Source: an optimization exercise on an open RTL-to-GDS flow (aim: small area, a short achievable clock period and few clock cycles per item). Production flows keep margins and buffers that such runs may drop. In this exercise RTL edits were held to simulation tests only and were not proved equivalent to the original. No activity file was given, so power comes from the tool's default toggle rates.

==> flow/design.v, too long to show whole: its modules and the start of the top module <==
// module conv_engine: 3175 lines
// module cnn_fa: 7 lines
// module cnn_hai: 7 lines
// module cnn_ha: 7 lines
// module cnn_top: 264 lines
module cnn_top (
	input  wire         clk,
	input  wire         reset_b,
	input  wire         run,
	output logic        busy,
	output logic [11:0] in_rd_addr,
	input  wire  [15:0] in_rd_data,
	output logic [11:0] weights_rd_addr,
	input  wire  [15:0] weights_rd_data,
	output logic [28:0] out_wr
);
  // ...
==> flow/flow/run.sh <==
#!/bin/bash
set -euo pipefail
cd "$(dirname "$0")/.."
export SETUP_SLACK_MARGIN=6.8
export BUFFER_PORTS_ARGS="-buffer_cell sky130_fd_sc_hd__buf_2"
bash standard.sh > flow_make.log 2>&1
==> flow/standard.sh <==
#!/bin/bash
# synth_recipe.tcl (not shown) runs the flow's synth.tcl, then flattens the netlist and writes it again
# the make line also repeats each setting of config.mk as NAME=value (left out here)
make -C /OpenROAD-flow-scripts/flow DESIGN_CONFIG=/design/flow/config.mk WORK_HOME=/design/flow/orfs CLKGATE_MAP_FILE= SYNTH_SCRIPT=/design/flow/synth_recipe.tcl "${@:-finish}"
==> flow/config.mk <==
export PLATFORM = sky130hd
export DESIGN_NAME = cnn_top
export DESIGN_NICKNAME = cnn_top
export VERILOG_FILES = /design/flow/design.v
export SDC_FILE = /design/flow/constraint.sdc
export NUM_CORES = 4
export LEC_CHECK = 0
export CAP_MARGIN = 20
export CORE_MARGIN = 2
export CORE_UTILIZATION = 50
export CTS_CLUSTER_DIAMETER = 80
export CTS_CLUSTER_SIZE = 24
export SLEW_MARGIN = 70
export SYNTH_HIERARCHICAL = 1
==> flow/constraint.sdc <==
create_clock -name core_clock -period 10.0 [get_ports {clk}]
set_input_delay 2.0000 -clock core_clock [delete_from_list [all_inputs] [get_ports {clk}]]
set_output_delay 2.0000 -clock core_clock [all_outputs]
set_load 0.01 [all_outputs]
==> impl_metrics.csv, run 1 <==
group,metric,value,unit
drt,ant_nets,0,
worst_setup_path,critical_path_cell_count,8,
drt,routed_wl,91090,um
global_routing,busiest_layer,"met2",
cells_and_area,buffers,129,
cells_and_area,final_layout_size_suffix_gt1_frac,0.1286,
worst_setup_path,max_stage_delay,0.56,ns
clock_network,cts_max_level,2,
place,dp.cells,3529,
logic_synthesis,synth_edf_count,102,
timing,rsz0062_at_grt,"true",
logic_synthesis,synth_mux_area_frac,0.02731,
timing,fin_hold_ws,0.3309,ns
timing,fin_crit,3.196,ns
drt,vias,19640,
clock_network,cts-resized-gates,0,
status,status,"no timing/DRC/antenna violations",
cells_and_area,inv_count,127,
cells_and_area,fin_nets,3362,
cells_and_area,final_area,34810,sq um
power_and_ir_drop,leakage,13.46,nW
timing,slew_viol_final,0,
cells_and_area,area_growth,7.767,%
timing,max_slew_margin,0.6637,
power_and_ir_drop,p_comb_frac,0.496,
power_and_ir_drop,power.share.sequential,0.338,
cells_and_area,final_cell_mix,"fa_1 (540), nand2_1 (533), dfxtp_1 (419)",
cells_and_area,area.share.sequential,0.3674,
clock_network,cts_setup_buffers,0,
worst_setup_path,r2r_start,"u_eng.q71",
logic_synthesis,ys_warn_count,14,
global_routing,grt_start_max_net_pins,38,
Testbench counts, summed over its fixed seeds: cycles 144,886, items 32,549.
==> module cnn_top, before the edit <==
module cnn_top (
	input  wire         clk,
	input  wire         reset_b,
	input  wire         run,
	output logic        busy,
	output logic [11:0] in_rd_addr,
	input  wire  [15:0] in_rd_data,
	output logic [11:0] weights_rd_addr,
	input  wire  [15:0] weights_rd_data,
	output logic [28:0] out_wr
);
	localparam int DRAIN_CYC = 5;
	logic        st_sz0, st_sz1, st_first, st_fetch, st_drain;
	logic [11:0] colptr;    
	logic [11:0] cn;        
	logic [5:0]  hw;        
	logic [1:0]  r;         
	logic        r3;        
	logic [5:0]  mcnt;      
	logic [5:0]  pcnt;      
	logic        mlast;     
	logic        plast;     
	logic        mfirst;    
	logic [2:0]  dcnt;
	logic [15:0] rdata_q;   
	logic        is_end;
	logic        step_end, img_end;
	logic [11:0] a_int, a_next;
	logic        trig_a, trig_b, trig_c;
	logic        last_a, last_b, last_c;
	assign is_end   = (rdata_q == 16'hFFFF);
	assign step_end = st_fetch && r3;
	assign img_end  = step_end && mlast && plast;
	always_ff @(posedge clk) begin
		if (!reset_b) begin
			busy     <= 1'b0;
			st_sz0   <= 1'b0;
			st_sz1   <= 1'b0;
			st_first <= 1'b0;
			st_fetch <= 1'b0;
			st_drain <= 1'b0;
			trig_a   <= 1'b0;
			in_rd_addr <= '0;
		end else begin
			trig_a   <= st_fetch && (r == 2'd1) && !mfirst;
			st_sz0   <= img_end;
			st_sz1   <= st_sz0 || run;
			st_first <= st_sz1;
			st_fetch <= (st_first && !is_end) || (st_fetch && !img_end);
			st_drain <= (st_first && is_end) || (st_drain && dcnt != 3'd0);
			if (run)
				busy <= 1'b1;
			else if (st_drain && dcnt == 3'd0)
				busy <= 1'b0;
			in_rd_addr <= a_next;
		end
	end
	always_comb begin
		if (st_sz0 || img_end)
			a_next = a_int + 12'd1;
		else if ((st_first && !is_end) || (st_fetch && !r3))
			a_next = a_int + {6'd0, hw};
		else if (step_end)
			a_next = cn;
		else if (st_sz1)
			a_next = a_int;
		else if (run)
			a_next = 12'd1;
		else
			a_next = '0;
	end
	always_ff @(posedge clk) begin
		a_int  <= a_next;
		last_a <= st_fetch && (r == 2'd1) && mlast && plast;
		dcnt   <= st_drain ? dcnt - 3'd1 : 3'(DRAIN_CYC);
		cn     <= colptr + 12'd1 + (mlast ? {6'd0, hw} : 12'd0);
		if (st_sz1) begin
			colptr <= a_int;
			hw     <= in_rd_data[6:1];
		end
		if (st_first) begin
			mcnt   <= hw - 6'd1;
			pcnt   <= hw - 6'd2;
			mlast  <= (hw == 6'd1);
			plast  <= (hw == 6'd2);
			mfirst <= 1'b1;
			r      <= 2'd1;
			r3     <= 1'b0;
		end
		if (st_fetch) begin
			r  <= r + 2'd1;
			r3 <= (r == 2'd2);
			if (r3) begin
				mfirst <= mlast;
				colptr <= cn;
				if (!mlast) begin
					mcnt  <= mcnt - 6'd1;
					mlast <= (mcnt == 6'd1);
				end else begin
					mcnt  <= hw - 6'd1;
					mlast <= (hw == 6'd1);
					pcnt  <= pcnt - 6'd1;
					plast <= (pcnt == 6'd1);
				end
			end
		end
	end
	logic [2:0]  wa;
	logic [4:0]  ldph;
	logic [15:0] kw [5];
	assign weights_rd_addr = {9'd0, wa};
	always_ff @(posedge clk) begin
		if (!reset_b) begin
			wa   <= '0;
			ldph <= '0;
		end else begin
			ldph  <= {ldph[3:0], run};
			wa[0] <= run | ldph[1];
			wa[1] <= ldph[0] | ldph[1];
			wa[2] <= ldph[2] & ~ldph[3];
		end
	end
	always_ff @(posedge clk) begin
		for (int w = 0; w < 5; w++)
			if (ldph[w])
				kw[w] <= weights_rd_data;
	end
	logic [15:0] d1, d2, d3, d4, d5;
	logic [7:0]  d6h, d7h;
	always_ff @(posedge clk) begin
		rdata_q <= in_rd_data;
		d1  <= rdata_q;
		d2  <= d1;
		d3  <= d2;
		d4  <= d3;
		d5  <= d4;
		d6h <= d5[15:8];
		d7h <= d6h;
	end
	logic [3:1] ex;
	logic [3:1] exl;
	logic       grp_ld;
	always_ff @(posedge clk) begin
		if (!reset_b) begin
			trig_b <= 1'b0;
			trig_c <= 1'b0;
			ex     <= '0;
		end else begin
			trig_b <= trig_a;
			trig_c <= trig_b;
			ex     <= {ex[2:1], trig_c};
		end
	end
	always_ff @(posedge clk) begin
		last_b <= last_a;
		last_c <= last_b;
		exl    <= {exl[2:1], last_c};
	end
	assign grp_ld = ex[1] | ex[2];
	logic [7:0] op [3][3];
	logic [7:0] kt [3][3];
	always_ff @(posedge clk) begin
		op[0][0] <= grp_ld ? d7h       : d5[7:0];
		op[0][1] <= grp_ld ? d3[7:0]   : d5[15:8];
		op[0][2] <= grp_ld ? d3[15:8]  : d1[7:0];
		op[1][0] <= grp_ld ? d6h       : d4[7:0];
		op[1][1] <= grp_ld ? d2[7:0]   : d4[15:8];
		op[1][2] <= grp_ld ? d2[15:8]  : rdata_q[7:0];
		op[2][0] <= grp_ld ? d5[15:8]  : d3[7:0];
		op[2][1] <= grp_ld ? d1[7:0]   : d3[15:8];
		op[2][2] <= grp_ld ? d1[15:8]  : in_rd_data[7:0];
	end
	always_comb begin
		for (int i = 0; i < 3; i++)
			for (int j = 0; j < 3; j++)
				kt[i][j] = ((3 * i + j) % 2 == 0) ? kw[(3 * i + j) / 2][15:8]
				                                  : kw[(3 * i + j) / 2][7:0];
	end
	logic [18:0] ra, rb;
	logic [1:0]  s_first, s_done, s_last;
	conv_engine u_eng (
		.clk (clk),
		.k0 (kt[0][0]), .k1 (kt[0][1]), .k2 (kt[0][2]),
		.k3 (kt[1][0]), .k4 (kt[1][1]), .k5 (kt[1][2]),
		.k6 (kt[2][0]), .k7 (kt[2][1]), .k8 (kt[2][2]),
		.p0 (op[0][0]), .p1 (op[0][1]), .p2 (op[0][2]),
		.p3 (op[1][0]), .p4 (op[1][1]), .p5 (op[1][2]),
		.p6 (op[2][0]), .p7 (op[2][1]), .p8 (op[2][2]),
		.ra (ra),
		.rb (rb)
	);
	always_ff @(posedge clk) begin
		if (!reset_b) begin
			s_first <= '0;
			s_done  <= '0;
		end else begin
			s_first <= {s_first[0], trig_c};
			s_done  <= {s_done[0], ex[3]};
		end
		s_last <= {s_last[0], exl[3]};
	end
	logic [18:0] sum;
	logic [6:0]  clipped, clip_q;
	logic        c_first, c_done, c_last;
	logic [6:0]  pool;
	logic        res_valid, res_last;
	assign sum = ra + rb;
	always_comb begin
		if (sum[18])
			clipped = 7'd0;
		else if (|sum[17:7])
			clipped = 7'd127;
		else
			clipped = sum[6:0];
	end
	always_ff @(posedge clk) begin
		if (!reset_b) begin
			c_first   <= 1'b0;
			c_done    <= 1'b0;
			res_valid <= 1'b0;
		end else begin
			c_first   <= s_first[1];
			c_done    <= s_done[1];
			res_valid <= c_done;
		end
		c_last   <= s_last[1];
		res_last <= c_last;
		clip_q   <= clipped;
		pool     <= (c_first || clip_q > pool) ? clip_q : pool;
	end
	logic        have_hi;
	logic [11:0] oaddr, oa_int;
	logic        wr_en, wr_int;
	logic [6:0]  hi_q, lo_q;
	assign out_wr = {wr_en, oaddr, 1'b0, hi_q, 1'b0, lo_q};
	always_ff @(posedge clk) begin
		if (!reset_b) begin
			have_hi <= 1'b0;
			wr_en   <= 1'b0;
			oaddr   <= '0;
		end else begin
			wr_en <= res_valid && (have_hi || res_last);
			if (run)
				oaddr <= '0;
			else if (wr_int)
				oaddr <= oa_int + 12'd1;
			if (res_valid)
				have_hi <= !have_hi && !res_last;
		end
	end
	always_ff @(posedge clk) begin
		wr_int <= res_valid && (have_hi || res_last);
		if (run)
			oa_int <= '0;
		else if (wr_int)
			oa_int <= oa_int + 12'd1;
	end
	always_ff @(posedge clk) begin
		if (res_valid && !have_hi)
			hi_q <= pool;
		if (res_valid)
			lo_q <= have_hi ? pool : 7'd0;
	end
endmodule
==> inputs of run 2 (changes only) <==
--- a/flow/design.v
+++ b/flow/design.v
@@ -3167,18 +3167,18 @@
 		rb_q15 <= s1684;
 		ra_q16 <= c1685;
 		rb_q16 <= s1686;
 		ra_q17 <= c1687;
 		rb_q17 <= s1688;
 		ra_q18 <= q125;
 		rb_q18 <= c1689;
 	end
-	assign ra = {~ra_q18, ~ra_q17, ~ra_q16, ~ra_q15, ~ra_q14, ~ra_q13, ~ra_q12, ~ra_q11, ~ra_q10, ~ra_q9, ~ra_q8, ~ra_q7, ~ra_q6, ~ra_q5, ~ra_q4, ~ra_q3, ~ra_q2, ~ra_q1, ~ra_q0};
-	assign rb = {~rb_q18, ~rb_q17, ~rb_q16, ~rb_q15, ~rb_q14, ~rb_q13, ~rb_q12, ~rb_q11, ~rb_q10, ~rb_q9, ~rb_q8, ~rb_q7, ~rb_q6, ~rb_q5, ~rb_q4, ~rb_q3, ~rb_q2, ~rb_q1, 1'b0};
+	assign ra = {ra_q18, ra_q17, ra_q16, ra_q15, ra_q14, ra_q13, ra_q12, ra_q11, ra_q10, ra_q9, ra_q8, ra_q7, ra_q6, ra_q5, ra_q4, ra_q3, ra_q2, ra_q1, ra_q0};
+	assign rb = {rb_q18, rb_q17, rb_q16, rb_q15, rb_q14, rb_q13, rb_q12, rb_q11, rb_q10, rb_q9, rb_q8, rb_q7, rb_q6, rb_q5, rb_q4, rb_q3, rb_q2, rb_q1, 1'b1};
 endmodule
 module cnn_fa (
 	input  wire  a, b, c,
 	output logic s, co
 );
 	assign s  = a ^ b ^ c;
 	assign co = (a & b) | (a & c) | (b & c);
 endmodule
@@ -3400,17 +3400,17 @@
 		end
 		s_last <= {s_last[0], exl[3]};
 	end
 	logic [18:0] sum;
 	logic [6:0]  clipped, clip_q;
 	logic        c_first, c_done, c_last;
 	logic [6:0]  pool;
 	logic        res_valid, res_last;
-	assign sum = ra + rb;
+	assign sum = ~(ra + rb + 19'd1);
 	always_comb begin
 		if (sum[18])
 			clipped = 7'd0;
 		else if (|sum[17:7])
 			clipped = 7'd127;
 		else
 			clipped = sum[6:0];
 	end
--- a/flow/config.mk
+++ b/flow/config.mk
@@ -5,10 +5,10 @@
 export SDC_FILE = /design/flow/constraint.sdc
 export NUM_CORES = 4
 export LEC_CHECK = 0
 export CAP_MARGIN = 20
 export CORE_MARGIN = 2
 export CORE_UTILIZATION = 50
 export CTS_CLUSTER_DIAMETER = 80
 export CTS_CLUSTER_SIZE = 24
-export SLEW_MARGIN = 70
+export SLEW_MARGIN = 20
 export SYNTH_HIERARCHICAL = 1
==> run 2 against run 1 <==
- global-route usage down 0.072 points
- sequential share of layout area up 0.37 points
- area after synthesis up 0.51%
- sequential power about the same
- power down 0.99%
- core utilization down 1.1 points
- combinational power down 2%
- clock skew down 0.030 ns
- sequential cell count unchanged
- largest cell class unchanged
==> impl_metrics.csv, run 2 <==
group,metric,value,unit
power_and_ir_drop,ir_drop,378.2,uV
timing,slew_viol_final,0,
timing,fin_worst_skew,0.02444,ns
logic_synthesis,yosysMostFrequentCell,"fa_1",
drt,ant_nets,0,
cells_and_area,area_growth,5.431,%
logic_synthesis,ys_seq_elements,583,
worst_setup_path,crit_chain,"nand2_1 > fa_1 > fa_1 > fa_1 > fa_1",
clock_network,clock-sinks,583,
global_routing,antenna_found_initial,4,
drt,routed_wl,91380,um
power_and_ir_drop,p_per_area,278.8,nW/um^2
min_path,hold_class,"reg -> reg",
global_routing,grt.met1_usage,0.3887,
clock_network,clockBufferDepth,3,
logic_synthesis,yosys.area.top_type_share,0.3349,
timing,rsz0062_at_grt,"true",
worst_setup_path,required,10.46,ns
place,place_area,32990,sq um
cells_and_area,final_layout_size_suffix_gt1_frac,0.08965,
drt,drcViolationCount,0,
logic_synthesis,async_flop_share,0,
worst_setup_path,critPathArrivalTime,3.67,ns
cells_and_area,final_area,34230,sq um
worst_setup_path,crit_fanout,8,
timing,setup_viol,0,
drt,routedWlPerCell,25.95,um
cells_and_area,final_common_cell,"fa_1",
drt,avgViaCountPerCell,5.556,
die,die_area,66980,sq um
timing,hold_violations,0,
logic_synthesis,synth_ff_type,"dfxtp_1",
clock_network,clk_latency,0.60,ns
logic_synthesis,synth_area_per_cell,12.19,sq um
clock_network,postCtsHoldBufs,0,
die,rows,93,
worst_setup_path,cp_top_family,"adder cells",
die,die_w,258.8,um
worst_setup_path,crit_slowest_cell,"dfxtp_1",
worst_setup_path,path_class,"reg -> reg",
timing,max_slew_margin,0.2438,
place,port_buffers,77,
timing,tns,0,ns
logic_synthesis,syn_inst,2662,
status,status,"no timing/DRC/antenna violations",
global_routing,grt-ovfl-total,0,
cells_and_area,top_regs,"kw (72), op (72)",
worst_setup_path,cpMostUsedCell,"fa_1",
logic_synthesis,synthTopCellsByCount,"fa_1 (543), nand2_1 (535), dfxtp_1 (481)",
worst_setup_path,crit_buf_inv,0,
die,ios,89,
logic_synthesis,seq_area_frac_synth,0.3910,
logic_synthesis,yosysTopAreaCell,"fa_1",
timing,fmaxAchievable,312.2,MHz
worst_setup_path,worst_setup_path_start_kind,"flop",
timing,min_period_over_period,0.3204,
drt,vias,19570,
logic_synthesis,netlist_area,32460,sq um
global_routing,busiest_layer,"met2",
clock_network,cts_max_level,2,
die,initial_core_util,0.5045,
logic_synthesis,ys_types,72,
global_routing,grt_pass1_wl,136600,um
logic_synthesis,synthTopCellsByArea,"fa_1 (33%), dfxtp_1 (30%), edfxtp_1 (9.4%), nand2_1 (6.2%), and2_1 (3.2%)",
global_routing,track_usage,0.2815,
drt,drt_pass1_iterations,5,
global_routing,grt_start_max_net_pins,73,
timing,worst_pin_slew,1.133,ns
cells_and_area,fin_nets,3286,
place,post-dp-hpwl,72430,um
worst_setup_path,max_stage_delay,0.83,ns
logic_synthesis,synth_edf_count,102,
timing,fin_crit,3.204,ns
clock_network,cts-root-buf,"clkbuf_16",
drt,drtIter0Drc,1664,
flow_run,drv_cap,0,
power_and_ir_drop,leakage,13.11,nW
clock_network,cts_made_buffers,35,
clock_network,clk_pin_slew,0.09,ns
global_routing,use_met3,0.06876,
global_routing,grt_pass1_vias,21100,
die,core_area,64350,sq um
logic_synthesis,ys_warn_count,14,
worst_setup_path,cp-end-kind,"flop",
die,die_height,258.8,um
place,finalWeightedCongestion,0.9900,
global_routing,grtUsageMet2,0.4371,
cells_and_area,final_cell_mix,"fa_1 (540), nand2_1 (535), dfxtp_1 (474)",
clock_network,cts_tree,"done",
## run 2: layer usage
metal  share of wire  up-vias
li1                -     8425
met1            0.43    10110
met2            0.45      844
met3           0.084      189
met4           0.036        0
met5               0        -
## run 2: final timing paths
check            start   endpoint  slack, ns  cells past startpoint
min          s_last[1]     c_last       0.33                      0
max           op[2][5]  u_eng.q42       6.80                      5
max reg2reg   op[2][5]  u_eng.q42       6.80                      5
min reg2reg  s_last[1]     c_last       0.33                      0
## run 2: cell families (layout without fill, tap and decap cells)
kind of cell | count (synthesis) | after routing | synth area share
xor+xnor | 50 | 50 | 0.01349
mux | 78 | 78 | 0.02686
simple gates | 894 | 894 | 0.1260
other cells | 2 | 13 | 0.0002313
fa+ha+maj | 610 | 610 | 0.3607
compound gates | 207 | 207 | 0.04086
flops | 583 | 583 | 0.3910
buf+inv | 238 | 232 | 0.04093
## run 2: layout make-up
cell class | count | area (sq um)
clock buffer | 47 | 962.2
timing repair buffer | 83 | 442.9
sequential | 583 | 12700
fill | 5513 | 30120
inverter | 87 | 326.6
antenna | 1 | 2.502
tap | 855 | 1070
clock inverter | 15 | 217.7
multi-input combinational | 1851 | 18500
## run 2: metrics by stage
| stage | setup WS, ns | std cells | util | hold slack [ns] | power, W |
|---|---|---|---|---|---|
| 3_5_place_dp | 6.654 | 3456 | 0.5127 | 0.3128 | 0.008041 |
| 2_1_floorplan | 7.083 | 2672 | - | 0.3096 | 0.006320 |
| 3_3_place_gp | 6.740 | 3456 | 0.5126 | 0.3113 | 0.007888 |
| 5_1_grt | 6.751 | 3522 | 0.5319 | 0.3409 | 0.01033 |
| 6_report | 6.796 | 3522 | 0.5319 | 0.3323 | 0.009543 |
| 4_1_cts | 6.832 | 3518 | 0.5310 | 0.3347 | 0.009622 |
## run 2: power by group
part	switching (W)	total [W]	internal (W)
combinational	0.00262	0.00468	0.00207
sequential	0.000323	0.00328	0.00296
clock	0.000854	0.00158	0.000722
total	0.00379	0.00954	0.00575
## run 2: repair_timing
item	4_1_cts	5_1_grt
setup buffers	0	3
gates resized for setup	0	10
endpoints found under the setup margin	0	29
## run 2: worst register-to-register path, stage by stage, from the launching register on
cell and delay, ns:
dfxtp_1 0.83, nand2_1 0.20, fa_1 0.54, fa_1 0.59, fa_1 0.46, fa_1 0.46
## run 2: Yosys stat by module, one instance, submodules excluded
module	cell area [sq um]	flip-flops and latches	cells
conv_engine	6469	163	837
cnn_fa	20.02	0	1
cnn_ha	12.51	0	1
cnn_top	14830	420	1226
cnn_hai	27.53	0	5
Testbench counts of run 2, summed over its fixed seeds: cycles 144,886, items 32,549.
==> inputs of run 3 (changes only) <==
--- a/flow/config.mk
+++ b/flow/config.mk
@@ -10,5 +10,6 @@
 export CORE_UTILIZATION = 50
 export CTS_CLUSTER_DIAMETER = 80
 export CTS_CLUSTER_SIZE = 24
-export SLEW_MARGIN = 20
+export SLEW_MARGIN = 70
 export SYNTH_HIERARCHICAL = 1
+export TNS_END_PERCENT = 20
==> run 3 against run 2 <==
- clock skew increased by 0.0011 ns
- cell count up 1.2%
- area after synthesis is the same
- routed wire length increased by 0.45%
- combinational power about the same
- still clean on timing, DRC and antenna
- clock power rose by 4%
- sequential power about the same
- core utilization rose by 0.75 points
- final area up 1.4%
- worst setup slack improved by 0.033 ns
- maximum frequency up 1.0%
- sequential cell count did not move
==> impl_metrics.csv, run 3 <==
group,metric,value,unit
logic_synthesis,ys_warn_count,14,
logic_synthesis,synthTopCellsByCount,"fa_1 (543), nand2_1 (535), dfxtp_1 (481)",
drt,drcViolationCount,0,
drt,drtIter0Drc,1618,
clock_network,cts_max_level,2,
worst_setup_path,required,10.48,ns
cells_and_area,top_regs,"kw (72), op (72)",
place,post-dp-hpwl,74090,um
place,finalWeightedCongestion,0.9900,
clock_network,clockBufferDepth,3,
timing,fmaxAchievable,315.4,MHz
die,rows,93,
global_routing,grt-ovfl-total,0,
global_routing,antenna_found_initial,3,
flow_run,drv_cap,0,
die,die_area,66980,sq um
global_routing,grt_pass1_wl,137100,um
drt,routedWlPerCell,25.75,um
die,core_area,64350,sq um
drt,ant_nets,0,
min_path,hold_class,"reg -> reg",
cells_and_area,instances_no_fill,3565,
clock_network,postCtsHoldBufs,0,
drt,routed_wl,91790,um
logic_synthesis,yosys.area.top_type_share,0.3349,
logic_synthesis,ys_seq_elements,583,
timing,min_period_over_period,0.3171,
cells_and_area,final_layout_size_suffix_gt1_frac,0.1281,
timing,tns,0,ns
drt,drt_pass1_iterations,5,
die,die_height,258.8,um
place,place_area,33360,sq um
logic_synthesis,synth_ff_type,"dfxtp_1",
die,initial_core_util,0.5045,
die,die_w,258.8,um
worst_setup_path,critPathArrivalTime,3.65,ns
die,ios,89,
timing,fin_crit,3.171,ns
global_routing,grt_start_max_net_pins,39,
worst_setup_path,cp-end-kind,"flop",
status,status,"no timing/DRC/antenna violations",
clock_network,cts_made_buffers,36,
logic_synthesis,syn_inst,2662,
logic_synthesis,yosysMostFrequentCell,"fa_1",
logic_synthesis,synth_edf_count,102,
logic_synthesis,yosysTopAreaCell,"fa_1",
clock_network,cts-root-buf,"clkbuf_16",
min_path,hold-path-cell-count,0,
global_routing,grt_pass1_vias,21280,
timing,setup_viol,0,
logic_synthesis,async_flop_share,0,
clock_network,cts_setup_buffers,0,
drt,vias,19820,
cells_and_area,final_area,34710,sq um
timing,hold_violations,0,
logic_synthesis,seq_area_frac_synth,0.3910,
cells_and_area,fillers,5397,
worst_setup_path,path_class,"reg -> reg",
logic_synthesis,synthTopCellsByArea,"fa_1 (33%), dfxtp_1 (30%), edfxtp_1 (9.4%), nand2_1 (6.2%), and2_1 (3.2%)",
place,dp.cells,3493,
cells_and_area,final_cell_mix,"fa_1 (543), nand2_1 (534), dfxtp_1 (417)",
worst_setup_path,worst_setup_path_start_kind,"flop",
worst_setup_path,crit_fanout,1,
clock_network,clock-sinks,583,
cells_and_area,area_growth,6.926,%
drt,avgViaCountPerCell,5.558,
cells_and_area,fin_nets,3326,
power_and_ir_drop,ir_drop,373.4,uV
timing,fin_worst_skew,0.02553,ns
power_and_ir_drop,leakage,13.33,nW
cells_and_area,final_common_cell,"fa_1",
clock_network,clk_latency,0.60,ns
timing,rsz0062_at_grt,"true",
worst_setup_path,r2r_cells,8,
timing,slew_viol_final,0,
place,port_buffers,77,
clock_network,cts-resized-gates,0,
clock_network,cts_tree,"done",
logic_synthesis,synth_area_per_cell,12.19,sq um
global_routing,track_usage,0.2819,
logic_synthesis,netlist_area,32460,sq um
logic_synthesis,ys_types,72,
power_and_ir_drop,p_per_area,277.5,nW/um^2
clock_network,clk_pin_slew,0.09,ns
==> run 3: cell type report <==
cell class / instances / area [sq um] / share of cell area
multi-input cells: 1851 / 18590 / 0.5357
flip-flops and latches: 583 / 12790 / 0.3685
well taps: 855 / 1070 / 0.03082
clock buffers: 49 / 980.9 / 0.02826
repair buffers: 122 / 659.4 / 0.01900
inverters: 87 / 326.6 / 0.009408
clock inverters: 16 / 285.3 / 0.008219
diodes: 2 / 5.005 / 0.0001442
==> run 3: stage by stage <==
step                      hold slack (ns)  power [W]    util  setup WS, ns
after CTS                          0.3328   0.009713  0.5382         6.826
after detailed placement           0.3121   0.008054  0.5185         6.851
after global routing               0.3356    0.01041  0.5394         6.767
after floorplan                    0.3096   0.006320       -         7.083
after global placement             0.3113   0.007888  0.5126         6.740
final                              0.3301   0.009633  0.5394         6.829
==> run 3: worst max-delay path: stages, from the launching register on <==
cell and delay (ns):
dfxtp_1 0.33, inv_1 0.04, ha_1 0.27, inv_1 0.05, fa_1 0.55, fa_1 0.50, fa_1 0.41, fa_1 0.51
fa_1 0.40
==> run 3: routing by layer <==
metal | routed length, um | GRT usage | vias up
met1 | 38340 | 0.3827 | 10250
met3 | 8171 | 0.07835 | 185
met4 | 2893 | 0.08879 | 2
met5 | 14 | 0 | -
li1 | - | - | 8488
met2 | 42370 | 0.4420 | 894
==> run 3: worst paths after layout <==
| kind | to | start | slack [ns] |
|---|---|---|---|
| setup / recovery | u_eng.rb_q11 | u_eng.q72 | 6.83 |
| hold / removal | u_eng.ra_q0 | u_eng.q0 | 0.33 |
| setup reg to reg | u_eng.rb_q11 | u_eng.q72 | 6.83 |
| hold reg to reg | u_eng.ra_q0 | u_eng.q0 | 0.33 |
==> run 3: cell families (layout without fill, tap and decap cells) <==
kind of cell               count (synthesis)  count (layout)  synth area share
xor gates and xnor gates                  50              50           0.01349
buffers and inverters                    238             274           0.04093
DFF                                      583             583            0.3910
other                                      2              14         0.0002313
muxes                                     78              78           0.02686
AOI/OAI and AO/OA                        207             207           0.04086
adders and majority gates                610             610            0.3607
and+or+nand+nor                          894             894            0.1260
==> run 3: power breakdown <==
part / internal [W] / switching [W] / leakage [nW]
logic: 0.00206 / 0.00264 / 7.78
clock network: 0.000771 / 0.000877 / 0.603
registers: 0.00296 / 0.000315 / 4.95
total: 0.00580 / 0.00384 / 13.3
==> run 3: modules after synthesis, one instance, submodules excluded <==
| module | copies in the design | cells |
|---|---|---|
| cnn_fa | 540 | 1 |
| cnn_ha | 4 | 1 |
| cnn_hai | 11 | 5 |
| cnn_top | 1 | 1226 |
| conv_engine | 1 | 837 |
==> inputs of run 4 (changes only) <==
--- a/flow/config.mk
+++ b/flow/config.mk
@@ -12,4 +12,3 @@
 export CTS_CLUSTER_SIZE = 24
 export SLEW_MARGIN = 70
 export SYNTH_HIERARCHICAL = 1
-export TNS_END_PERCENT = 20
==> run 4 against run 3 <==
- still clean
- non-clock buffer count unchanged
- global-route usage unchanged
- maximum frequency rose by 1.4%
- register-to-register slack better by 0.04 ns
- clock skew is essentially flat
- combinational power about the same
- routed wire length fell by 0.17%
- cell count stayed put
- final area about the same
- first-iteration DRC count fell by 0.31%
- critical endpoint is now u_eng.q91
- largest cell class unchanged
- highest routed layer unchanged
==> impl_metrics.csv, run 4 <==
group,metric,value,unit
status,status,"no timing/DRC/antenna violations",
clock_network,clock-sinks,583,
drt,routedWlPerCell,25.70,um
timing,tns,0,ns
cells_and_area,top_regs,"kw (72), op (72)",
timing,fmaxAchievable,319.9,MHz
clock_network,cts-root-buf,"clkbuf_16",
logic_synthesis,yosysTopAreaCell,"fa_1",
power_and_ir_drop,p_clk_frac,0.171,
timing,setup_viol,0,
global_routing,grt_pass1_vias,21280,
logic_synthesis,synth_ff_type,"dfxtp_1",
global_routing,track_usage,0.2819,
logic_synthesis,async_flop_share,0,
die,die_area,66980,sq um
die,die_height,258.8,um
logic_synthesis,netlist_area,32460,sq um
power_and_ir_drop,p_per_area,278.3,nW/um^2
place,dp.cells,3493,
logic_synthesis,ys_seq_elements,583,
worst_setup_path,required,10.47,ns
global_routing,grt_start_max_net_pins,39,
logic_synthesis,seq_area_frac_synth,0.3910,
cells_and_area,final_layout_size_suffix_gt1_frac,0.1296,
flow_run,drv_cap,0,
die,initial_core_util,0.5045,
power_and_ir_drop,p_int,0.005811,W
cells_and_area,fin_nets,3326,
power_and_ir_drop,power.share.sequential,0.339,
cells_and_area,instances_no_fill,3565,
logic_synthesis,yosysMostFrequentCell,"fa_1",
drt,met3_wirelength,8006,um
power_and_ir_drop,leakage,13.32,nW
clock_network,cts_made_buffers,36,
cells_and_area,area_growth,6.953,%
cells_and_area,final_common_cell,"fa_1",
worst_setup_path,rr_endpoint,"u_eng.q91",
logic_synthesis,synth_area_per_cell,12.19,sq um
drt,dr_wl_met2,42200,um
min_path,hold_class,"reg -> reg",
die,ios,89,
global_routing,grt-ovfl-total,0,
die,rows,93,
drt,ant_nets,0,
place,post-dp-hpwl,74090,um
worst_setup_path,path_class,"reg -> reg",
logic_synthesis,syn_inst,2662,
place,finalWeightedCongestion,0.9900,
clock_network,cts_setup_buffers,0,
power_and_ir_drop,ir_drop,379.0,uV
cells_and_area,fillers,5398,
worst_setup_path,worst_setup_path_start_kind,"flop",
logic_synthesis,synthTopCellsByCount,"fa_1 (543), nand2_1 (535), dfxtp_1 (481)",
drt,routed_wl,91630,um
worst_setup_path,critPathArrivalTime,3.60,ns
drt,drtIter0Drc,1613,
global_routing,grt_pass1_wl,137100,um
worst_setup_path,cp-end-kind,"flop",
timing,slew_viol_final,0,
clock_network,clk_pin_slew,0.09,ns
logic_synthesis,ys_types,72,
worst_setup_path,startpoint,"kw[0][14]",
timing,min_period_over_period,0.3126,
worst_setup_path,r2r_start,"kw[0][14]",
place,port_buffers,77,
clock_network,clk_latency,0.60,ns
die,die_w,258.8,um
logic_synthesis,synth_edf_count,102,
timing,fin_hold_ws,0.3305,ns
drt,met1_length,38480,um
power_and_ir_drop,sw_frac_of_total,0.3986,
worst_setup_path,crit_end,"u_eng.q91",
drt,vias,19770,
die,core_area,64350,sq um
timing,hold_violations,0,
worst_setup_path,r2r_cells,6,
clock_network,cts_max_level,2,
drt,top_layer,"met5",
timing,rsz0062_at_grt,"false",
timing,fin_crit,3.126,ns
clock_network,cts_tree,"done",
drt,avgViaCountPerCell,5.546,
clock_network,clockBufferDepth,3,
logic_synthesis,ys_warn_count,14,
power_and_ir_drop,p_comb_frac,0.490,
worst_setup_path,crit_fanout,5,
power_and_ir_drop,p_sw,0.003851,W
logic_synthesis,synthTopCellsByArea,"fa_1 (33%), dfxtp_1 (30%), edfxtp_1 (9.4%), nand2_1 (6.2%), and2_1 (3.2%)",
cells_and_area,final_cell_mix,"fa_1 (540), nand2_1 (534), dfxtp_1 (416)",
drt,drcViolationCount,0,
logic_synthesis,yosys.area.top_type_share,0.3349,
worst_setup_path,r2r_slack,6.87,ns
drt,drt_pass1_iterations,5,
timing,fin_worst_skew,0.02520,ns
global_routing,antenna_found_initial,3,
-- run 4: worst max-delay path, stage by stage (launching register included) --
cell	delay (ns)
edfxtp_1	0.51
buf_4	0.26
nand2_1	0.11
fa_1	0.75
fa_1	0.51
fa_1	0.42
fa_1	0.43
-- run 4: per-module statistics from Yosys, one instance, submodules excluded --
module | cells | cell area, sq um
cnn_top | 1226 | 14830
conv_engine | 837 | 6469
cnn_fa | 1 | 20.02
cnn_ha | 1 | 12.51
cnn_hai | 5 | 27.53
-- run 4: area by class of cell --
type                    count  area [sq um]  share of cell area
inverters                  87         326.6            0.009406
clock buffers              49         980.9             0.02825
repair buffers            122         659.4             0.01899
multi-input cells        1851         18600              0.5358
diodes                      2         5.005           0.0001441
clock inverters            16         285.3            0.008217
flip-flops and latches    583         12790              0.3684
well taps                 855          1070             0.03081
-- run 4: cell families (layout without fill, tap and decap cells) --
family,Yosys count,in the layout,share of synthesized area
buf+inv,238,274,0.04093
other cells,2,14,0.0002313
xor+xnor,50,50,0.01349
fa+ha+maj,610,610,0.3607
simple gates,894,894,0.1260
compound gates,207,207,0.04086
flops,583,583,0.3910
mux,78,78,0.02686
-- run 4: how the worst min path moves through the flow --
stage | from | depth (start not counted) | slack, ns | end
floorplan | s_last[1] | 0 | 0.31 | c_last
global placement | last_b | 0 | 0.31 | last_c
detailed placement | u_eng.q1 | 0 | 0.31 | u_eng.ra_q1
CTS | u_eng.q0 | 0 | 0.33 | u_eng.ra_q0
global route | u_eng.q0 | 0 | 0.34 | u_eng.ra_q0
finish | u_eng.q0 | 0 | 0.33 | u_eng.ra_q0
-- run 4: metrics by stage --
stage                     power (W)  setup WS, ns  cell area [sq um]    util
after detailed placement   0.008054         6.851              33360  0.5185
final                      0.009663         6.874              34720  0.5396
after CTS                  0.009713         6.826              34630  0.5382
after global placement     0.007888         6.740              32980  0.5126
after global routing        0.01043         6.803              34720  0.5395
after floorplan            0.006320         7.083              32500       -
-- run 4: repair_timing --
action / in CTS / in global routing
endpoints found under the setup margin: 0 / 8
hold buffers: 0 / 0
resized for setup: 0 / 5
-- run 4: per-layer routing --
| metal | vias to the layer above | track usage |
|---|---|---|
| met5 | - | 0 |
| met4 | 2 | 0.08879 |
| met3 | 196 | 0.07835 |
| met2 | 878 | 0.4420 |
| met1 | 10200 | 0.3827 |
| li1 | 8490 | - |
-- run 4: power groups by stage --
| stage | clock network [W] | registers (W) | logic, W |
|---|---|---|---|
| floorplan | 0 | 0.00318 | 0.00314 |
| global placement | 0 | 0.00333 | 0.00455 |
| detailed placement | 0 | 0.00334 | 0.00472 |
| CTS | 0.00170 | 0.00328 | 0.00473 |
| global route | 0.00178 | 0.00333 | 0.00533 |
| finish | 0.00165 | 0.00328 | 0.00474 |
==> inputs of run 5 (changes only) <==
--- a/flow/config.mk
+++ b/flow/config.mk
@@ -7,7 +7,7 @@
 export LEC_CHECK = 0
 export CAP_MARGIN = 20
 export CORE_MARGIN = 2
-export CORE_UTILIZATION = 50
+export CORE_UTILIZATION = 70
 export CTS_CLUSTER_DIAMETER = 80
 export CTS_CLUSTER_SIZE = 24
 export SLEW_MARGIN = 70
==> run 5 against run 4 <==
- still clean on timing, DRC and antenna
- sequential cell count unchanged
- via count is 2.3% higher
- first-iteration DRC count up 28%
- register-to-register slack about the same
- routed wire length is 6.3% lower
- sequential power hardly changed
- critical path depth fell by 5
- global-route usage rose by 8.8 points
- final area shrank 2.0%
- clock power fell by 7%
- largest power group unchanged
- highest routed layer unchanged
==> impl_metrics.csv, run 5 <==
group,metric,value,unit
worst_setup_path,cp-end-kind,"output pin",
global_routing,grt_pass1_wl,128100,um
clock_network,cts-resized-gates,0,
logic_synthesis,synth_edf_count,102,
place,port_buffers,77,
die,ios,89,
place,post-dp-hpwl,70120,um
drt,drtIter0Drc,2069,
timing,fin_hold_ws,0.3255,ns
flow_run,drv_cap,0,
worst_setup_path,worst_setup_path_start_kind,"flop",
global_routing,use_met3,0.1350,
place,dp.cells,3207,
status,status,"no timing/DRC/antenna violations",
cells_and_area,seq_area,12770,sq um
clock_network,clockBufferDepth,3,
power_and_ir_drop,sw_frac_of_total,0.3877,
clock_network,postCtsHoldBufs,0,
global_routing,grt_start_max_net_pins,43,
logic_synthesis,ys_warn_count,14,
power_and_ir_drop,p_clk_frac,0.165,
die,core_area,45580,sq um
worst_setup_path,cp_top_family,"flip-flops",
power_and_ir_drop,p_sw,0.003621,W
drt,ant_nets,0,
die,initial_core_util,0.7123,
cells_and_area,final_common_cell,"fa_1",
logic_synthesis,yosysTopAreaCell,"fa_1",
logic_synthesis,seq_area_frac_synth,0.3910,
worst_setup_path,max_stage_delay,0.39,ns
timing,rsz0062_at_grt,"false",
worst_setup_path,critPathArrivalTime,1.12,ns
cells_and_area,instances_no_fill,3270,
worst_setup_path,crit_buf_inv,1,
power_and_ir_drop,ir_drop,540.5,uV
worst_setup_path,crit_slowest_cell,"edfxtp_1",
logic_synthesis,syn_inst,2662,
power_and_ir_drop,leakage,13.13,nW
cells_and_area,multi_input_area,18570,sq um
timing,min_period_over_period,0.3122,
global_routing,busiest_layer,"met2",
global_routing,grt_pass1_vias,21440,
power_and_ir_drop,p_comb_frac,0.483,
logic_synthesis,synth_area_per_cell,12.19,sq um
timing,slew_viol_final,0,
global_routing,antenna_found_initial,5,
die,die_area,48110,sq um
worst_setup_path,path_class,"reg -> out",
logic_synthesis,synth_ff_type,"dfxtp_1",
cells_and_area,final_cell_mix,"fa_1 (543), nand2_1 (534), dfxtp_1 (433)",
global_routing,track_usage,0.3700,
clock_network,clock-sinks,583,
worst_setup_path,required,8.00,ns
clock_network,clk_latency,0.59,ns
timing,fin_crit,3.122,ns
drt,drcViolationCount,0,
cells_and_area,final_layout_size_suffix_gt1_frac,0.1079,
die,die_height,219.4,um
timing,fmaxAchievable,320.3,MHz
timing,tns,0,ns
global_routing,grt-ovfl-total,0,
cells_and_area,top_regs,"kw (72), op (72)",
clock_network,cts_made_buffers,34,
logic_synthesis,ys_types,72,
drt,vias,20220,
drt,drt_pass1_iterations,6,
timing,setup_viol,0,
power_and_ir_drop,power.share.sequential,0.352,
logic_synthesis,netlist_area,32460,sq um
clock_network,cts-root-buf,"clkbuf_16",
worst_setup_path,crit_fanout,1,
logic_synthesis,async_flop_share,0,
power_and_ir_drop,p_per_area,274.5,nW/um^2
cells_and_area,area_growth,4.818,%
place,finalWeightedCongestion,1.090,
worst_setup_path,crit_chain,"buf_2",
logic_synthesis,ys_seq_elements,583,
clock_network,cts_setup_buffers,0,
cells_and_area,fin_nets,3293,
clock_network,clk_pin_slew,0.09,ns
die,die_w,219.4,um
logic_synthesis,synthTopCellsByArea,"fa_1 (33%), dfxtp_1 (30%), edfxtp_1 (9.4%), nand2_1 (6.2%), and2_1 (3.2%)",
logic_synthesis,yosys.area.top_type_share,0.3349,
logic_synthesis,synthTopCellsByCount,"fa_1 (543), nand2_1 (535), dfxtp_1 (481)",
drt,routed_wl,85880,um
power_and_ir_drop,p_int,0.005718,W
clock_network,cts_max_level,2,
global_routing,grt.met1_usage,0.4744,
cells_and_area,fillers,3027,
drt,avgViaCountPerCell,6.182,
clock_network,cts_tree,"done",
global_routing,grtUsageMet2,0.5845,
drt,routedWlPerCell,26.26,um
min_path,hold_class,"reg -> reg",
die,rows,78,
timing,hold_violations,0,
logic_synthesis,yosysMostFrequentCell,"fa_1",
timing,fin_worst_skew,0.02924,ns
[run 5: cell counts after synthesis]
Identical to the previous run, type by type.
[run 5: layout make-up]
class / count / share of cell area
antenna: 1 / 0.00007354
multi-input combinational: 1851 / 0.5457
sequential: 583 / 0.3752
inverter: 87 / 0.009597
tap: 600 / 0.02206
timing repair buffer: 91 / 0.01486
clock inverter: 11 / 0.004891
clock buffer: 46 / 0.02758
[run 5: power groups by stage]
stage	logic, W	clock network, W	registers, W
2_1_floorplan	0.00314	0	0.00318
3_3_place_gp	0.00414	0	0.00331
3_5_place_dp	0.00443	0	0.00333
4_1_cts	0.00448	0.00156	0.00328
5_1_grt	0.00500	0.00163	0.00333
6_report	0.00451	0.00154	0.00329
[run 5: final timing paths]
path	cells past startpoint	slack, ns	endpoint	start
worst min-delay path	0	0.33	c_last	s_last[1]
worst max-delay path	1	6.88	out_wr[8]	hi_q[0]
worst min register to register	0	0.33	c_last	s_last[1]
worst max register to register	5	6.88	u_eng.q42	kw[3][11]
[run 5: routing by layer]
layer  part of all wire  wire length, um
met2               0.46            39890
met4              0.039             3313
met3               0.13            11160
met1               0.37            31470
met5            0.00052               45
[run 5: logic make-up after synthesis]
family / count (synthesis) / synth area share
and+or+nand+nor: 894 / 0.1260
DFF: 583 / 0.3910
xor gates and xnor gates: 50 / 0.01349
muxes: 78 / 0.02686
other: 2 / 0.0002313
buffers and inverters: 238 / 0.04093
AOI/OAI and AO/OA: 207 / 0.04086
adders and majority gates: 610 / 0.3607
[run 5: per-module statistics from Yosys (local to each module, per instance)]
module       flip-flops and latches  copies in the design
cnn_top                         420                     1
cnn_fa                            0                   540
cnn_ha                            0                     4
cnn_hai                           0                    11
conv_engine                     163                     1
[run 5: stage by stage]
step | power [W] | instance area, sq um | setup WS, ns | utilization
6_report | 0.009339 | 34030 | 6.878 | 0.7466
5_1_grt | 0.009966 | 34020 | 6.849 | 0.7465
4_1_cts | 0.009322 | 33930 | 6.863 | 0.7445
3_5_place_dp | 0.007762 | 32830 | 6.898 | 0.7202
3_3_place_gp | 0.007452 | 32660 | 6.835 | 0.7167
2_1_floorplan | 0.006320 | 32500 | 7.083 | -
==> inputs of run 6 (changes only) <==
--- a/flow/config.mk
+++ b/flow/config.mk
@@ -5,9 +5,10 @@
 export SDC_FILE = /design/flow/constraint.sdc
 export NUM_CORES = 4
 export LEC_CHECK = 0
+export ABC_CLOCK_PERIOD_IN_PS = 3000
 export CAP_MARGIN = 20
 export CORE_MARGIN = 2
-export CORE_UTILIZATION = 70
+export CORE_UTILIZATION = 60
 export CTS_CLUSTER_DIAMETER = 80
 export CTS_CLUSTER_SIZE = 24
 export SLEW_MARGIN = 70
==> run 6 against run 5 <==
- first-iteration DRC count fell by 24%
- non-clock buffer count down 1
- clock power is 3% lower
- cell count rose by 3.0%
- register-to-register slack better by 0.06 ns
- critical path depth stayed put
- final area rose by 0.22%
- sequential share of layout area decreased by 0.12 points
- die area is 16% higher
- power is 2.7% lower
- largest cell class unchanged
- area after synthesis unchanged
==> impl_metrics.csv, run 6 <==
group,metric,value,unit
status,status,"no timing/DRC/antenna violations",
die,ios,89,
global_routing,track_usage,0.3076,
drt,drt_pass1_iterations,5,
die,die_w,236.6,um
logic_synthesis,yosysTopAreaCell,"fa_1",
place,post-dp-hpwl,69850,um
global_routing,grt_pass1_vias,20910,
logic_synthesis,synthTopCellsByCount,"fa_1 (543), nand2_1 (535), dfxtp_1 (481)",
cells_and_area,fillers,4184,
cells_and_area,top_regs,"kw (72), op (72)",
worst_setup_path,crit_slowest_cell,"edfxtp_1",
min_path,min-delay-start,"s_last[0]",
global_routing,grt_start_max_net_pins,39,
clock_network,cts_setup_buffers,0,
cells_and_area,area_growth,5.049,%
timing,fmaxAchievable,323.6,MHz
timing,rsz0062_at_grt,"false",
cells_and_area,fin_nets,3292,
logic_synthesis,synth_area_per_cell,12.19,sq um
cells_and_area,final_common_cell,"fa_1",
place,finalWeightedCongestion,1.041,
power_and_ir_drop,leakage,13.12,nW
die,die_height,236.6,um
drt,vias,19350,
power_and_ir_drop,sw_frac_of_total,0.3805,
logic_synthesis,synth_ff_type,"dfxtp_1",
die,core_area,53710,sq um
timing,tns,0,ns
drt,avgViaCountPerCell,5.745,
power_and_ir_drop,p_sw,0.003456,W
drt,routedWlPerCell,24.84,um
power_and_ir_drop,p_per_area,266.3,nW/um^2
clock_network,clockBufferDepth,3,
worst_setup_path,cp_top_family,"flip-flops",
logic_synthesis,ys_seq_elements,583,
timing,min_period_over_period,0.3090,
global_routing,grt_pass1_wl,126300,um
clock_network,clock-sinks,583,
clock_network,postCtsHoldBufs,0,
clock_network,clk_pin_slew,0.09,ns
place,place_ws,6.894,ns
timing,setup_viol,0,
worst_setup_path,critPathArrivalTime,1.09,ns
clock_network,cts-root-buf,"clkbuf_16",
flow_run,drv_cap,0,
logic_synthesis,yosys.area.top_type_share,0.3349,
die,die_area,55980,sq um
worst_setup_path,required,8.00,ns
drt,routed_wl,83660,um
worst_setup_path,max_stage_delay,0.38,ns
die,initial_core_util,0.6044,
worst_setup_path,path_class,"reg -> out",
timing,slew_viol_final,0,
die,rows,85,
place,port_buffers,77,
logic_synthesis,syn_inst,2662,
timing,fin_crit,3.090,ns
drt,ant_nets,0,
logic_synthesis,netlist_area,32460,sq um
cells_and_area,final_cell_mix,"fa_1 (543), nand2_1 (534), dfxtp_1 (442)",
drt,drtIter0Drc,1565,
logic_synthesis,synth_edf_count,102,
clock_network,cts-resized-gates,0,
logic_synthesis,ys_warn_count,14,
logic_synthesis,seq_area_frac_synth,0.3910,
power_and_ir_drop,p_comb_frac,0.474,
worst_setup_path,worst_setup_path_start_kind,"flop",
clock_network,cts_max_level,2,
worst_setup_path,crit_buf_inv,1,
clock_network,cts_made_buffers,34,
power_and_ir_drop,p_int,0.005627,W
logic_synthesis,synthTopCellsByArea,"fa_1 (33%), dfxtp_1 (30%), edfxtp_1 (9.4%), nand2_1 (6.2%), and2_1 (3.2%)",
min_path,hold_class,"reg -> reg",
timing,final.setup.worst_slack,6.910,ns
clock_network,clk_latency,0.58,ns
logic_synthesis,async_flop_share,0,
cells_and_area,final_layout_size_suffix_gt1_frac,0.1058,
power_and_ir_drop,power.share.sequential,0.360,
timing,hold_violations,0,
logic_synthesis,yosysMostFrequentCell,"fa_1",
logic_synthesis,ys_types,72,
clock_network,cts_tree,"done",
worst_setup_path,crit_fanout,1,
worst_setup_path,startpoint,"hi_q[1]",
timing,fin_worst_skew,0.02396,ns
global_routing,grt-ovfl-total,0,
worst_setup_path,crit_chain,"buf_2",
power_and_ir_drop,p_clk_frac,0.166,
worst_setup_path,cp-end-kind,"output pin",
worst_setup_path,r2r_start,"kw[0][8]",
global_routing,antenna_found_initial,6,
drt,drcViolationCount,0,
power_and_ir_drop,ir_drop,348.3,uV
[run 6: path summary, 6_finish.rpt]
| path | to | slack (ns) | depth (start not counted) |
|---|---|---|---|
| hold / removal | s_last[1] | 0.33 | 0 |
| setup / recovery | out_wr[9] | 6.91 | 1 |
| hold reg to reg | s_last[1] | 0.33 | 0 |
| setup reg to reg | u_eng.q42 | 6.94 | 5 |
[run 6: power groups by stage]
stage / Sequential (W) / Combinational (W) / Clock, W
after floorplan: 0.00318 / 0.00314 / 0
after global placement: 0.00331 / 0.00417 / 0
final: 0.00327 / 0.00431 / 0.00150
after detailed placement: 0.00333 / 0.00432 / 0
after CTS: 0.00328 / 0.00436 / 0.00155
after global routing: 0.00332 / 0.00494 / 0.00163
[run 6: layer usage]
metal / share of wire / track usage
met5: 0 / 0
met4: 0.026 / 0.09839
met3: 0.11 / 0.1036
met2: 0.46 / 0.4779
met1: 0.40 / 0.4116
[run 6: per-stage QoR]
step,std cells,area [sq um],utilization,hold slack (ns),power (W)
final,3368,34100,0.6349,0.3330,0.009082
after global routing,3366,34100,0.6349,0.3422,0.009880
after CTS,3361,34050,0.6340,0.3332,0.009182
after detailed placement,3306,32970,0.6138,0.3121,0.007647
after global placement,3298,32790,0.6106,0.3123,0.007480
after floorplan,2672,32500,-,0.3096,0.006320
[run 6: final cells by class]
| cell class | count | area (sq um) | share of cell area |
|---|---|---|---|
| inverter | 87 | 326.6 | 0.009576 |
| clock inverter | 13 | 138.9 | 0.004073 |
| sequential | 583 | 12750 | 0.3740 |
| timing repair buffer | 90 | 494.2 | 0.01449 |
| tap | 696 | 870.8 | 0.02554 |
| antenna | 6 | 15.01 | 0.0004403 |
| clock buffer | 42 | 944.7 | 0.02770 |
| multi-input combinational | 1851 | 18560 | 0.5442 |
[run 6: Yosys stat by module, one instance, submodules excluded]
module       copies in the design  cells
cnn_ha                          4      1
cnn_top                         1   1226
cnn_fa                        540      1
conv_engine                     1    837
cnn_hai                        11      5
[run 6: cell families after synthesis]
logic type	synth area share
buffers and inverters	0.04093
adder cells (fa/ha/maj)	0.3607
other	0.0002313
flip-flops	0.3910
AND/OR/NAND/NOR	0.1260
multiplexers	0.02686
AO/OA/AOI/OAI	0.04086
XOR/XNOR	0.01349
==> inputs of run 7 (changes only) <==
==> flow/flow/run.sh (replaced) <==
#!/bin/bash
set -euo pipefail
cd "$(dirname "$0")/.."
export SETUP_SLACK_MARGIN=7.0
export BUFFER_PORTS_ARGS="-buffer_cell sky130_fd_sc_hd__buf_2"
bash standard.sh > flow_make.log 2>&1
--- a/flow/config.mk
+++ b/flow/config.mk
@@ -5,7 +5,6 @@
 export SDC_FILE = /design/flow/constraint.sdc
 export NUM_CORES = 4
 export LEC_CHECK = 0
-export ABC_CLOCK_PERIOD_IN_PS = 3000
 export CAP_MARGIN = 20
 export CORE_MARGIN = 2
 export CORE_UTILIZATION = 60
==> run 7 against run 6 <==
- still clean on timing, DRC and antenna
- critical path depth did not move
- register-to-register slack improved by 0.04 ns
- sequential cell count did not move
- worst setup slack got worse by 0.0094 ns
- core utilization rose by 1.1 points
- die area did not move
- combinational power rose by 2%
- sequential power barely moved
- critical path type unchanged
- largest cell class unchanged
- highest routed layer is now met5
==> impl_metrics.csv, run 7 <==
group,metric,value,unit
timing,rsz0062_at_grt,"true",
logic_synthesis,yosysTopAreaCell,"fa_1",
timing,min_period_over_period,0.3100,
global_routing,antenna_found_initial,7,
timing,slew_viol_final,0,
logic_synthesis,netlist_area,32460,sq um
global_routing,grt-ovfl-total,0,
logic_synthesis,ys_types,72,
logic_synthesis,synthTopCellsByCount,"fa_1 (543), nand2_1 (535), dfxtp_1 (481)",
min_path,hold_class,"reg -> reg",
timing,final.setup.worst_slack,6.900,ns
logic_synthesis,yosys.area.top_type_share,0.3349,
place,post-dp-hpwl,69850,um
power_and_ir_drop,ir_drop,381.6,uV
cells_and_area,final_cell_mix,"nand2_1 (530), fa_1 (508), dfxtp_1 (410)",
timing,fin_crit,3.100,ns
worst_setup_path,crit_buf_inv,1,
global_routing,track_usage,0.3085,
drt,drt_pass1_iterations,7,
drt,drtIter0Drc,1603,
power_and_ir_drop,p_per_area,264.2,nW/um^2
clock_network,clk_latency,0.58,ns
place,finalWeightedCongestion,1.041,
logic_synthesis,yosysMostFrequentCell,"fa_1",
cells_and_area,final_common_cell,"nand2_1",
clock_network,cts-root-buf,"clkbuf_16",
status,status,"no timing/DRC/antenna violations",
clock_network,cts_max_level,2,
cells_and_area,final_layout_size_suffix_gt1_frac,0.1470,
logic_synthesis,ys_warn_count,14,
worst_setup_path,worst_setup_path_start_kind,"flop",
timing,tns,0,ns
cells_and_area,fillers,4117,
worst_setup_path,crit_chain,"buf_2",
drt,routed_wl,84460,um
die,die_w,236.6,um
logic_synthesis,syn_inst,2662,
logic_synthesis,async_flop_share,0,
worst_setup_path,critPathArrivalTime,1.10,ns
logic_synthesis,synthTopCellsByArea,"fa_1 (33%), dfxtp_1 (30%), edfxtp_1 (9.4%), nand2_1 (6.2%), and2_1 (3.2%)",
drt,avgViaCountPerCell,5.739,
timing,fin_hold_ws,0.3329,ns
timing,hold_violations,0,
logic_synthesis,seq_area_frac_synth,0.3910,
place,port_buffers,77,
worst_setup_path,cp_top_family,"flip-flops",
cells_and_area,fin_nets,3320,
clock_network,cts_made_buffers,34,
timing,setup_viol,0,
global_routing,grt_pass1_wl,126800,um
clock_network,clock-sinks,583,
drt,drcViolationCount,0,
clock_network,clockBufferDepth,3,
global_routing,grt_pass1_vias,21010,
global_routing,grt_start_max_net_pins,39,
worst_setup_path,required,8.00,ns
drt,ant_nets,0,
die,initial_core_util,0.6044,
die,ios,89,
timing,fmaxAchievable,322.6,MHz
power_and_ir_drop,leakage,13.31,nW
worst_setup_path,max_stage_delay,0.39,ns
clock_network,cts_tree,"done",
logic_synthesis,ys_seq_elements,583,
clock_network,postCtsHoldBufs,0,
cells_and_area,top_regs,"kw (72), op (72)",
die,core_area,53710,sq um
cells_and_area,area_growth,6.807,%
clock_network,clk_pin_slew,0.09,ns
worst_setup_path,crit_slowest_cell,"edfxtp_1",
logic_synthesis,synth_edf_count,102,
timing,fin_worst_skew,0.02238,ns
place,place_ws,6.894,ns
worst_setup_path,cp-end-kind,"output pin",
logic_synthesis,synth_area_per_cell,12.19,sq um
die,die_area,55980,sq um
flow_run,drv_cap,0,
drt,routedWlPerCell,24.88,um
worst_setup_path,crit_fanout,1,
die,rows,85,
drt,vias,19480,
cells_and_area,final_area,34670,sq um
die,die_height,236.6,um
place,place_area,32970,sq um
logic_synthesis,synth_ff_type,"dfxtp_1",
worst_setup_path,path_class,"reg -> out",
==> run 7: final timing paths <==
path                                start      endpoint  slack [ns]  cells after the start
worst max-delay path              hi_q[1]     out_wr[9]        6.90                      1
worst min-delay path            s_last[0]     s_last[1]        0.33                      0
worst max register to register  u_eng.q72  u_eng.rb_q11        6.98                      8
worst min register to register  s_last[0]     s_last[1]        0.33                      0
==> run 7: Yosys stat by module (local to each module, per instance) <==
module       cells inside  times used  flip-flops and latches
cnn_hai                 5          11                       0
cnn_top              1226           1                     420
cnn_fa                  1         540                       0
conv_engine           837           1                     163
cnn_ha                  1           4                       0
==> run 7: kinds of logic after synthesis <==
kind of cell               share of synthesized area
muxes                                        0.02686
xor gates and xnor gates                     0.01349
other                                      0.0002313
adders and majority gates                     0.3607
and+or+nand+nor                               0.1260
buffers and inverters                        0.04093
DFF                                           0.3910
AOI/OAI and AO/OA                            0.04086
==> run 7: final cells by class <==
type                    instances  area (sq um)  share of cell area
multi-input cells            1851         18690              0.5391
flip-flops and latches        583         12790              0.3690
clock buffers                  42         944.7             0.02725
repair buffers                118         892.1             0.02573
well taps                     696         870.8             0.02512
inverters                      87         326.6            0.009419
clock inverters                13         138.9            0.004006
diodes                          5         12.51           0.0003609
==> run 7: stage by stage <==
| stage | instances | total power [W] | util |
|---|---|---|---|
| after floorplan | 2672 | 0.006320 | - |
| after global placement | 3298 | 0.007480 | 0.6106 |
| after detailed placement | 3306 | 0.007647 | 0.6138 |
| after CTS | 3367 | 0.009199 | 0.6377 |
| after global routing | 3394 | 0.009949 | 0.6455 |
| final | 3395 | 0.009160 | 0.6456 |
==> run 7: repair_timing <==
| action | 4_1_cts | 5_1_grt |
|---|---|---|
| hold endpoints to repair | 0 | 0 |
| resized for setup | 41 | 70 |
| pin swaps | 0 | 22 |
| setup endpoints to repair | 48 | 83 |
| setup buffers | 6 | 21 |
==> run 7: report_power, final <==
group	switching (W)	total [W]	internal, W
registers	0.000308	0.00327	0.00296
logic	0.00236	0.00438	0.00202
clock network	0.000805	0.00151	0.000702
total	0.00348	0.00916	0.00568
==> run 7: layer usage <==
layer	part of all wire	global-route usage
met1	0.40	0.4119
met2	0.46	0.4795
met3	0.12	0.1038
met4	0.026	0.1003
met5	0.00015	0
==> inputs of run 8 (changes only) <==
==> flow/flow/run.sh (replaced) <==
#!/bin/bash
set -euo pipefail
cd "$(dirname "$0")/.."
export SETUP_SLACK_MARGIN=6.8
export BUFFER_PORTS_ARGS="-buffer_cell sky130_fd_sc_hd__buf_2"
bash standard.sh > flow_make.log 2>&1
==> run 8 against run 7 <==
- die area unchanged
- count of clock-buffer cells in the layout is the same
- still clean on timing, DRC and antenna
- core utilization decreased by 1.1 points
- clock skew up 0.0016 ns
- non-clock buffer count fell by 28
- cell count decreased by 0.80%
==> impl_metrics.csv, run 8 <==
group,metric,value,unit
worst_setup_path,crit_slowest_cell,"edfxtp_1",
global_routing,antenna_found_initial,6,
die,ios,89,
worst_setup_path,required,8.00,ns
power_and_ir_drop,p_int,0.005627,W
timing,fmaxAchievable,323.6,MHz
power_and_ir_drop,power.share.sequential,0.360,
clock_network,cts-resized-gates,0,
timing,hold_violations,0,
drt,drtIter0Drc,1565,
power_and_ir_drop,p_clk_frac,0.166,
drt,routed_wl,83660,um
logic_synthesis,synth_edf_count,102,
worst_setup_path,path_class,"reg -> out",
power_and_ir_drop,ir_drop,348.3,uV
place,place_area,32970,sq um
flow_run,drv_cap,0,
cells_and_area,final_common_cell,"fa_1",
global_routing,grt-ovfl-total,0,
drt,vias,19350,
timing,setup_viol,0,
clock_network,cts_max_level,2,
timing,fin_crit,3.090,ns
worst_setup_path,crit_chain,"buf_2",
timing,tns,0,ns
clock_network,clock-sinks,583,
worst_setup_path,critPathArrivalTime,1.09,ns
logic_synthesis,synth_ff_type,"dfxtp_1",
worst_setup_path,worst_setup_path_start_kind,"flop",
power_and_ir_drop,sw_frac_of_total,0.3805,
die,die_w,236.6,um
drt,ant_nets,0,
timing,rsz0062_at_grt,"false",
power_and_ir_drop,leakage,13.12,nW
logic_synthesis,ys_types,72,
logic_synthesis,syn_inst,2662,
cells_and_area,fillers,4184,
power_and_ir_drop,p_sw,0.003456,W
timing,fin_hold_ws,0.3330,ns
worst_setup_path,crit_buf_inv,1,
drt,routedWlPerCell,24.84,um
logic_synthesis,yosysMostFrequentCell,"fa_1",
clock_network,clockBufferDepth,3,
drt,drt_pass1_iterations,5,
global_routing,track_usage,0.3076,
logic_synthesis,async_flop_share,0,
clock_network,postCtsHoldBufs,0,
logic_synthesis,yosys.area.top_type_share,0.3349,
worst_setup_path,cp-end-kind,"output pin",
die,core_area,53710,sq um
clock_network,cts_tree,"done",
drt,avgViaCountPerCell,5.745,
logic_synthesis,ys_seq_elements,583,
clock_network,cts_setup_buffers,0,
timing,fin_worst_skew,0.02396,ns
logic_synthesis,synthTopCellsByArea,"fa_1 (33%), dfxtp_1 (30%), edfxtp_1 (9.4%), nand2_1 (6.2%), and2_1 (3.2%)",
power_and_ir_drop,p_comb_frac,0.474,
global_routing,grt_pass1_vias,20910,
min_path,hold_class,"reg -> reg",
logic_synthesis,synthTopCellsByCount,"fa_1 (543), nand2_1 (535), dfxtp_1 (481)",
timing,slew_viol_final,0,
cells_and_area,top_regs,"kw (72), op (72)",
worst_setup_path,crit_fanout,1,
logic_synthesis,ys_warn_count,14,
drt,drcViolationCount,0,
place,port_buffers,77,
status,status,"no timing/DRC/antenna violations",
logic_synthesis,synth_area_per_cell,12.19,sq um
die,initial_core_util,0.6044,
place,post-dp-hpwl,69850,um
worst_setup_path,max_stage_delay,0.38,ns
clock_network,clk_latency,0.58,ns
die,die_height,236.6,um
global_routing,grt_start_max_net_pins,39,
place,place_ws,6.894,ns
clock_network,clk_pin_slew,0.09,ns
logic_synthesis,netlist_area,32460,sq um
place,finalWeightedCongestion,1.041,
cells_and_area,area_growth,5.049,%
clock_network,cts-root-buf,"clkbuf_16",
cells_and_area,fin_nets,3292,
worst_setup_path,cp_top_family,"flip-flops",
logic_synthesis,seq_area_frac_synth,0.3910,
timing,min_period_over_period,0.3090,
power_and_ir_drop,p_per_area,266.3,nW/um^2
logic_synthesis,yosysTopAreaCell,"fa_1",
timing,final.setup.worst_slack,6.910,ns
die,rows,85,
cells_and_area,final_area,34100,sq um
cells_and_area,final_layout_size_suffix_gt1_frac,0.1058,
cells_and_area,final_cell_mix,"fa_1 (543), nand2_1 (534), dfxtp_1 (442)",
global_routing,grt_pass1_wl,126300,um
die,die_area,55980,sq um
clock_network,cts_made_buffers,34,
run 8: cell counts after synthesis:
Identical to the previous run, type by type.
run 8: final cells by class:
| type | instances | area (sq um) | share of cell area |
|---|---|---|---|
| Timing Repair Buffer | 90 | 494.2 | 0.01449 |
| Multi-Input combinational cell | 1851 | 18560 | 0.5442 |
| Antenna cell | 6 | 15.01 | 0.0004403 |
| Sequential cell | 583 | 12750 | 0.3740 |
| Tap cell | 696 | 870.8 | 0.02554 |
| Clock inverter | 13 | 138.9 | 0.004073 |
| Clock buffer | 42 | 944.7 | 0.02770 |
| Inverter | 87 | 326.6 | 0.009576 |
run 8: per-module statistics from Yosys, one instance, submodules excluded:
module / flip-flops and latches / copies in the design
cnn_ha: 0 / 4
cnn_hai: 0 / 11
cnn_top: 420 / 1
conv_engine: 163 / 1
cnn_fa: 0 / 540
run 8: path summary, 6_finish.rpt:
kind | start | endpoint | slack [ns] | cells past startpoint
worst max register to register | kw[0][8] | u_eng.q42 | 6.94 | 5
worst max-delay path | hi_q[1] | out_wr[9] | 6.91 | 1
worst min register to register | s_last[0] | s_last[1] | 0.33 | 0
worst min-delay path | s_last[0] | s_last[1] | 0.33 | 0
run 8: cell families after synthesis:
family	Yosys count	share of synthesized area
and+or+nand+nor	894	0.1260
muxes	78	0.02686
other	2	0.0002313
xor gates and xnor gates	50	0.01349
buffers and inverters	238	0.04093
AOI/OAI and AO/OA	207	0.04086
adders and majority gates	610	0.3607
DFF	583	0.3910
run 8: routing by layer:
| layer | vias up | track usage | share of wire |
|---|---|---|---|
| met2 | 858 | 0.4779 | 0.46 |
| li1 | 8422 | - | - |
| met3 | 173 | 0.1036 | 0.11 |
| met4 | 0 | 0.09839 | 0.026 |
| met1 | 9895 | 0.4116 | 0.40 |
| met5 | - | 0 | 0 |
run 8: stage by stage:
stage | total power [W] | utilization | cells
5_1_grt | 0.009880 | 0.6349 | 3366
3_3_place_gp | 0.007480 | 0.6106 | 3298
2_1_floorplan | 0.006320 | - | 2672
6_report | 0.009082 | 0.6349 | 3368
4_1_cts | 0.009182 | 0.6340 | 3361
3_5_place_dp | 0.007647 | 0.6138 | 3306
run 8: power by group through the flow:
stage / sequential [W] / clock (W) / combinational (W)
after floorplan: 0.00318 / 0 / 0.00314
after global placement: 0.00331 / 0 / 0.00417
after detailed placement: 0.00333 / 0 / 0.00432
after CTS: 0.00328 / 0.00155 / 0.00436
after global routing: 0.00332 / 0.00163 / 0.00494
final: 0.00327 / 0.00150 / 0.00431

## what the ideal ports hide
In the flow no input, the clock included, has a driving cell. The finished layouts below were timed again as built, in two steps. Step 1 sets driving cells, clkbuf_16 on the clock port and buf_2 on the other inputs (assumed; they add their load-dependent delay and slew). Step 2 also shifts input and output timing later by t, the mid clock arrival at the registers, as if the neighbouring blocks saw the same clock. a / b / c = ideal ports / drivers / drivers and shift; a / b = the first two.
run | t (ns) | slack for setup (ns) | worst setup path after step 2 | worst register clock-pin slew, ns | worst slew at a driven data input, ns
run 1 | 0.638 | 6.804 / 6.804 / 6.804 | register to register | 0.09 / 0.09 | 0.05
run 2 | 0.651 | 6.796 / 6.796 / 6.709 | input to register | 0.10 / 0.10 | 0.07
run 3 | 0.649 | 6.829 / 6.813 / 6.829 | register to register | 0.09 / 0.09 | 0.08
run 4 | 0.650 | 6.874 / 6.811 / 6.832 | input to register | 0.09 / 0.09 | 0.08
run 5 | 0.635 | 6.878 / 6.818 / 6.878 | register to register | 0.10 / 0.10 | 0.06
run 6 | 0.627 | 6.910 / 6.847 / 6.865 | input to register | 0.10 / 0.10 | 0.09
run 7 | 0.629 | 6.900 / 6.837 / 6.857 | input to register | 0.10 / 0.10 | 0.08
run 8 | 0.627 | 6.910 / 6.847 / 6.865 | input to register | 0.10 / 0.10 | 0.09
After both steps every run listed still meets setup and hold. For run 2, which loses most, drivers alone change the setup slack by 0.000 ns; drivers and shift together by -0.087 ns.
